Background: an optimization exercise with open tools, aiming at small area, a short achievable clock period and few clock cycles per item. Do not read the settings as production practice.
RTL that was checked went through simulation tests only; none was proved equivalent to the original.
No activity file was given, so power comes from the tool's default toggle rates.

==> inputs of v38 <==
==> flow/design.v (excerpt) <==
module time_binned_event_histogram #(
	parameter int MAX_BINS   = tbeh_pkg::MAX_BINS_DEF,
	parameter int COUNT_BITS = tbeh_pkg::COUNT_BITS_DEF
) (
	input  logic                                clk,
	input  logic                                arst_n,
	input  logic                                cfg_we,
	input  logic [tbeh_pkg::CFG_IDX_W-1:0]      cfg_index,
	input  logic [tbeh_pkg::CFG_DATA_W-1:0]     cfg_data,
	input  logic                                in_valid,
	output logic                                in_stall,
	input  logic [tbeh_pkg::OPCODE_W-1:0]       opcode,
	input  logic [tbeh_pkg::TIME_W-1:0]         event_time,
	input  logic                                passes_filter,
	output logic                                out_valid,
	input  logic                                out_stall,
	output logic [tbeh_pkg::BIN_IDX_W-1:0]      bin_index,
	output logic [tbeh_pkg::COUNT_OUT_W-1:0]    local_count,
	output logic [tbeh_pkg::COUNT_OUT_W-1:0]    global_count,
	output logic [tbeh_pkg::COUNT_OUT_W-1:0]    local_peak,
	output logic [tbeh_pkg::COUNT_OUT_W-1:0]    global_peak,
	output logic                                last_bin
);
clock: 7.0 ns
lec_check: 0
cap_margin: 20
core_margin: 2
core_utilization: 35
cts_cluster_diameter: 60
cts_cluster_size: 30
setup_slack_margin: 4.3
slew_margin: 20
run.sh (not shown) runs the stock make flow with config.mk's settings and CLKGATE_MAP_FILE= SYNTH_SCRIPT=/design/flow/synth_recipe.tcl, a recipe that flattens the netlist after the stock synthesis.
==> v5: changes against v38 <==
--- a/flow/design.v
+++ b/flow/design.v
@@ -61,24 +61,22 @@
 	logic [WIDTH-1:0]       wbus;
 	logic [KW-1:0]          wtap;
 	always_ff @(posedge clk or negedge arst_n) begin
 		if (!arst_n) begin
 			ph_q <= '0;
-			rx_q <= '0;
-			for (int q = 0; q < NQ; q++) begin
-				x_q[q] <= '0;
-			end
 		end else begin
 			ph_q <= ph_q + 6'd1;
-			for (int q = 0; q < NQ; q++) begin
-				x_q[q] <= wload[q] ? (ph_q + 6'd1 - wbin_in) : (x_q[q] + 6'd1);
-			end
-			if (rstart) begin
-				rx_q <= ph_q;
-			end else if (!rnext) begin
-				rx_q <= rx_q + 6'd1;
-			end
+		end
+	end
+	always_ff @(posedge clk) begin
+		for (int q = 0; q < NQ; q++) begin
+			x_q[q] <= wload[q] ? (ph_q + 6'd1 - wbin_in) : (x_q[q] + 6'd1);
+		end
+		if (rstart) begin
+			rx_q <= ph_q;
+		end else if (!rnext) begin
+			rx_q <= rx_q + 6'd1;
 		end
 	end
 	always_comb begin
 		wbus = '0;
 		wtap = '0;
@@ -119,11 +117,12 @@
 module tbeh_gt #(
 	parameter int W = 32
 ) (
 	input  logic [W-1:0] a,
 	input  logic [W-1:0] b,
-	output logic         gt
+	output logic         gt,
+	output logic         eq
 );
 	localparam int L = $clog2(W);
 	logic [W-1:0] g [L+1];
 	logic [W-1:0] e [L+1];
 	always_comb begin
@@ -136,10 +135,11 @@
 				g[l][i] = g[l-1][2*i+1] | (e[l-1][2*i+1] & g[l-1][2*i]);
 				e[l][i] = e[l-1][2*i+1] & e[l-1][2*i];
 			end
 		end
 		gt = g[L][0];
+		eq = e[L][0];
 	end
 endmodule
 module tbeh_add #(
 	parameter int W = 32
 ) (
@@ -179,36 +179,38 @@
 	input  logic        step,        
 	input  logic [31:0] start_time,
 	input  logic [31:0] bin_width,
 	input  logic [31:0] cmp_time,    
 	input  logic [6:0]  bins_used,
-	output logic        c1,          
-	output logic        c2,          
-	output logic        c3,          
+	output logic [8:0]  cmp,
 	output logic        bounds_busy, 
 	output logic        in_range,    
 	output logic        in_range2,   
 	output logic [6:0]  cursor
 );
 	logic [6:0]  c_q;
 	logic        ir_q, ir2_q;    
 	logic [32:0] b_q, b2_q, b3_q;
 	logic [32:0] add_s;
 	logic [1:0]  fix_q;          
-	logic        lt1, lt2, lt3;
+	logic [2:0]  gh, eh, gl;
 	logic        half;
 	tbeh_add #(.W(32)) u_add (
 		.a (b3_q[31:0]),
 		.b (bin_width),
 		.s (add_s)
 	);
-	tbeh_gt #(.W(32)) u_gt1 (.a (cmp_time), .b (b_q[31:0]),  .gt (lt1));
-	tbeh_gt #(.W(32)) u_gt2 (.a (cmp_time), .b (b2_q[31:0]), .gt (lt2));
-	tbeh_gt #(.W(32)) u_gt3 (.a (cmp_time), .b (b3_q[31:0]), .gt (lt3));
-	assign c1          = !b_q[32] && lt1;
-	assign c2          = !b2_q[32] && lt2;
-	assign c3          = !b3_q[32] && lt3;
+	logic [32:0] bnd [3];
+	assign bnd[0] = b_q;
+	assign bnd[1] = b2_q;
+	assign bnd[2] = b3_q;
+	for (genvar j = 0; j < 3; j++) begin : g_cmp
+		logic ghi, ehi, glo, elo;
+		tbeh_gt #(.W(16)) u_hi (.a (cmp_time[31:16]), .b (bnd[j][31:16]), .gt (ghi), .eq (ehi));
+		tbeh_gt #(.W(16)) u_lo (.a (cmp_time[15:0]),  .b (bnd[j][15:0]),  .gt (glo), .eq (elo));
+		assign cmp[3*j +: 3] = {ghi && !bnd[j][32], ehi && !bnd[j][32], glo};
+	end
 	assign bounds_busy = wr_width || (fix_q != 2'd0);
 	assign in_range    = ir_q;
 	assign in_range2   = ir2_q;
 	assign cursor      = c_q;
 	assign half = fix_q != 2'd0;
@@ -311,21 +313,23 @@
 	logic [3:0]  m_opv;       
 	logic [3:0]  in_opv;
 	logic [1:0]  s_op;
 	logic [31:0] m_t, s_t;
 	logic        m_p, s_p;
-	logic        m_c1, m_c2, m_c3;   
+	logic [8:0]  m_cmp;              
+	logic        m_c1, m_c2, m_c3;
 	logic        m_k;                
 	logic        m_cv;               
-	logic        c1, c2, c3;
+	logic [8:0]  cmp;
+	logic        in_stall_q;         
 	logic        bounds_busy;
 	logic        recmp;              
 	logic        shift;
 	logic [31:0] cmp_time;
 	logic        m_done;
 	logic        m_free;
-	assign in_stall = s_v;
+	assign in_stall = in_stall_q;
 	assign m_free   = !m_v || m_done;
 	assign m_v = |m_opv;
 	always_comb begin
 		in_opv = '0;
 		if (s_v) begin
@@ -335,24 +339,31 @@
 		end
 	end
 	always_ff @(posedge clk or negedge arst_n) begin
 		if (!arst_n) begin
 			m_opv <= '0;
-			s_v   <= 1'b0;
+			s_v        <= 1'b0;
+			in_stall_q <= 1'b0;
 		end else begin
-			s_v <= (s_v || in_valid) && !m_free;
+			s_v        <= (s_v || in_valid) && !m_free;
+			in_stall_q <= (s_v || in_valid) && !m_free;
 			if (m_free) begin
 				m_opv <= in_opv;
 			end
 		end
 	end
-	assign cmp_time = recmp ? m_t : (s_v ? s_t : event_time);
+	logic [31:0] held_time;
+	assign held_time = recmp ? m_t : s_t;
+	assign cmp_time  = (recmp || s_v) ? held_time : event_time;
+	always_comb begin
+		m_c1 = m_cmp[2] || (m_cmp[1] && m_cmp[0]);
+		m_c2 = m_cmp[5] || (m_cmp[4] && m_cmp[3]);
+		m_c3 = m_cmp[8] || (m_cmp[7] && m_cmp[6]);
+	end
 	always_ff @(posedge clk) begin
 		if (m_free || recmp) begin
-			m_c1 <= c1;
-			m_c2 <= c2;
-			m_c3 <= c3;
+			m_cmp <= cmp;
 		end
 		if (!s_v) begin
 			s_op <= opcode;
 			s_t  <= event_time;
 			s_p  <= passes_filter;
@@ -369,10 +380,12 @@
 	logic        gt1, gt2, in_range, in_range2;
 	logic [6:0]  cursor;
 	logic        want_step, step, add_done, land, take;
 	logic        wq_full;
 	logic        rd_active_q;
+	logic        rd_all_q;
+	logic        out_free;
 	logic        rd_start;
 	assign is_add = m_opv[tbeh_pkg::OP_ADD];
 	assign is_clr = m_opv[tbeh_pkg::OP_CLEAR];
 	assign is_rd  = m_opv[tbeh_pkg::OP_READ];
 	assign is_nop = m_opv[tbeh_pkg::OP_SPARE];
@@ -387,13 +400,11 @@
 		.step        (step),
 		.start_time  (start_q),
 		.bin_width   (width_q),
 		.cmp_time    (cmp_time),
 		.bins_used   (n_q),
-		.c1          (c1),
-		.c2          (c2),
-		.c3          (c3),
+		.cmp         (cmp),
 		.bounds_busy (bounds_busy),
 		.in_range    (in_range),
 		.in_range2   (in_range2),
 		.cursor      (cursor)
 	);
@@ -405,24 +416,21 @@
 	assign step      = want_step && !wq_full;
 	assign shift     = step || clr2;
 	assign add_done  = add_go && (!want_step || (step && !(gt2 && in_range2)));
 	assign land      = add_done && (want_step ? in_range2 : in_range);
 	assign take      = !filter_q || m_p;
-	assign rd_start  = is_rd && !rd_active_q;
+	assign rd_start  = is_rd && (!rd_active_q || (rd_all_q && out_free));
 	assign m_done    = is_nop || rd_start || (clr2 && clrph_q == 2'd3) || add_done;
 	always_ff @(posedge clk or negedge arst_n) begin
 		if (!arst_n) begin
 			clrph_q <= 2'd0;
 		end else if (clr1 || clr2) begin
 			clrph_q <= clrph_q + 2'd1;
 		end
 	end
-	always_ff @(posedge clk or negedge arst_n) begin
-		if (!arst_n) begin
-			m_k  <= 1'b0;
-			m_cv <= 1'b0;
-		end else if (m_free || recmp) begin
+	always_ff @(posedge clk) begin
+		if (m_free || recmp) begin
 			m_k  <= shift;
 			m_cv <= !bounds_busy;
 		end else if (step) begin
 			m_k  <= 1'b1;
 			m_cv <= !m_k;
@@ -498,17 +506,15 @@
 			if (wq_free[q]) begin
 				wq_data[q*2*CB +: 2*CB]  <= {acc_l, acc_g};
 			end
 		end
 	end
-	logic          rd_all_q;
 	logic [5:0]    rd_i_q;
 	logic [6:0]    cs_q;
 	logic [2*CB-1:0] accs_q;
 	logic          rhit;
 	logic [2*CB-1:0] rdata;
-	logic          out_free;
 	logic          rd_load;
 	logic          rd_last;
 	logic [2*CB-1:0] rd_word;
 	tbeh_ram #(
 		.WIDTH (2 * CB),
==> flow/flow/run.sh (new file) <==
#!/bin/bash
# The standard layout, with clock tree synthesis told not to add dummy loads.
# Each tool's full output stays in ORFS's own logs under orfs/logs; make's output
# goes to flow_make.log in this folder.
set -euo pipefail
export CTS_ARGS="-sink_clustering_enable -repair_clock_nets -sink_clustering_size 30 -sink_clustering_max_diameter 60 -dont_use_dummy_load"
bash standard.sh > flow_make.log 2>&1
==> flow/standard.sh (new file) <==
#!/bin/bash
# synth_recipe.tcl (not shown) runs the flow's synth.tcl, then flattens the netlist and writes it again
# the make line also repeats each setting of config.mk as NAME=value (left out here)
make -C /OpenROAD-flow-scripts/flow DESIGN_CONFIG=/design/flow/config.mk WORK_HOME=/design/flow/orfs CLKGATE_MAP_FILE= SYNTH_SCRIPT=/design/flow/synth_recipe.tcl "${@:-finish}"
==> flow/config.mk (replaced) <==
export PLATFORM = sky130hd
export DESIGN_NAME = time_binned_event_histogram
export DESIGN_NICKNAME = time_binned_event_histogram
export VERILOG_FILES = /design/flow/design.v
export SDC_FILE = /design/flow/constraint.sdc
export NUM_CORES = 4
export LEC_CHECK = 0
export ABC_AREA = 1
export CAP_MARGIN = 20
export CORE_MARGIN = 2
export CORE_UTILIZATION = 55
export CTS_CLUSTER_DIAMETER = 60
export CTS_CLUSTER_SIZE = 30
export SETUP_SLACK_MARGIN = 4.2
export SLEW_MARGIN = 20
removed: flow/run.sh
==> comparison table <==
| item | v5 | v38 |
|---|---|---|
| Run status | no timing/DRC/antenna violations | no timing/DRC/antenna violations |
| Share of power burned in registers | 0.514 | 0.503 |
| Startpoint types | flip-flop | primary input |
| Met2 track demand over resource | 0.369 | 0.250 |
| Relative contribution of the clock network to total power | 0.223 | 0.267 |
| Critical path peak fanout | 1 | 3 |
| Adder and majority cell fraction of the synthesized area | 0.0298 | 0.0304 |
| Weighted congestion reported at the end of routability-driven placement | 0.863 | 0.832 |
| Number of well-tap cells placed | 1,794 | 2,821 |
| Post-Syn Area per Cell | 12.2 µm² | 13.8 µm² |
| Number of DRC markers in iteration 0 | 3,282 | 2,808 |
| Final Util | 0.610 | 0.414 |
| Cell with the largest stage delay on the worst path | sky130_fd_sc_hd__edfxtp_1 | sky130_fd_sc_hd__clkdlybuf4s50_1 |
| Clock buffer count in the final layout | 141 | 177 |
| Cell area after placement | 79,300 µm² | 79,100 µm² |
| Worst R2R Setup Slack | 4.27 ns | 3.81 ns |
| Source of the worst register-to-register timing path | in_stall_q | s_v |
| Cell Count Post-Placement | 8,011 | 8,221 |
| Power dissipated by switching net loads | 11.7 mW | 11.0 mW |
| Peak Freq | 343 MHz | 308 MHz |
| Clock distribution power | 7.98 mW | 9.72 mW |
| Number of multi-input combinational cells | 2,959 | 2,438 |
| Hold wc startpoint | u_ram.ring_q[1091] | u_ram.ring_q[1117] |
| Endpoint of the most critical register-to-register path | m_cmp[5] | m_c2 |
| Sequential cell area | 56,500 µm² | 56,400 µm² |
Testbench counts of v5, summed over its fixed seeds: cycles 15,646, items 10,368.
Function not checked in v38: the RTL went through the layout flow alone.

==> afterwards: timing with drivers on the ports <==
The results above use ideal ports. As a check the final layouts listed here were re-extracted and re-timed, cells and wires unchanged.
Step 1 sets driving cells, clkbuf_16 on the clock port and buf_2 on the other inputs (assumed; they add their load-dependent delay and slew).
Step 2 also shifts input and output timing later by t, the mid clock arrival at the registers, as if the neighbouring blocks saw the same clock.
a / b / c = no drivers / after step 1 / after step 2; a / b = the first two.
run | t (ns) | setup WS [ns] | worst hold slack (ns) | worst setup path at the end | pins driven straight from the clock port
v38 | 0.861 | 3.748 / 3.806 / 2.949 | 0.279 / 0.279 / 0.279 | input to register | 1
v5 | 0.824 | 4.086 / 4.017 / 3.461 | 0.270 / 0.270 / 0.270 | input to register | 1
After both steps setup and hold are still met in every run listed. For v38, which loses most, drivers alone change the setup slack by +0.058 ns; drivers and shift together by -0.799 ns.
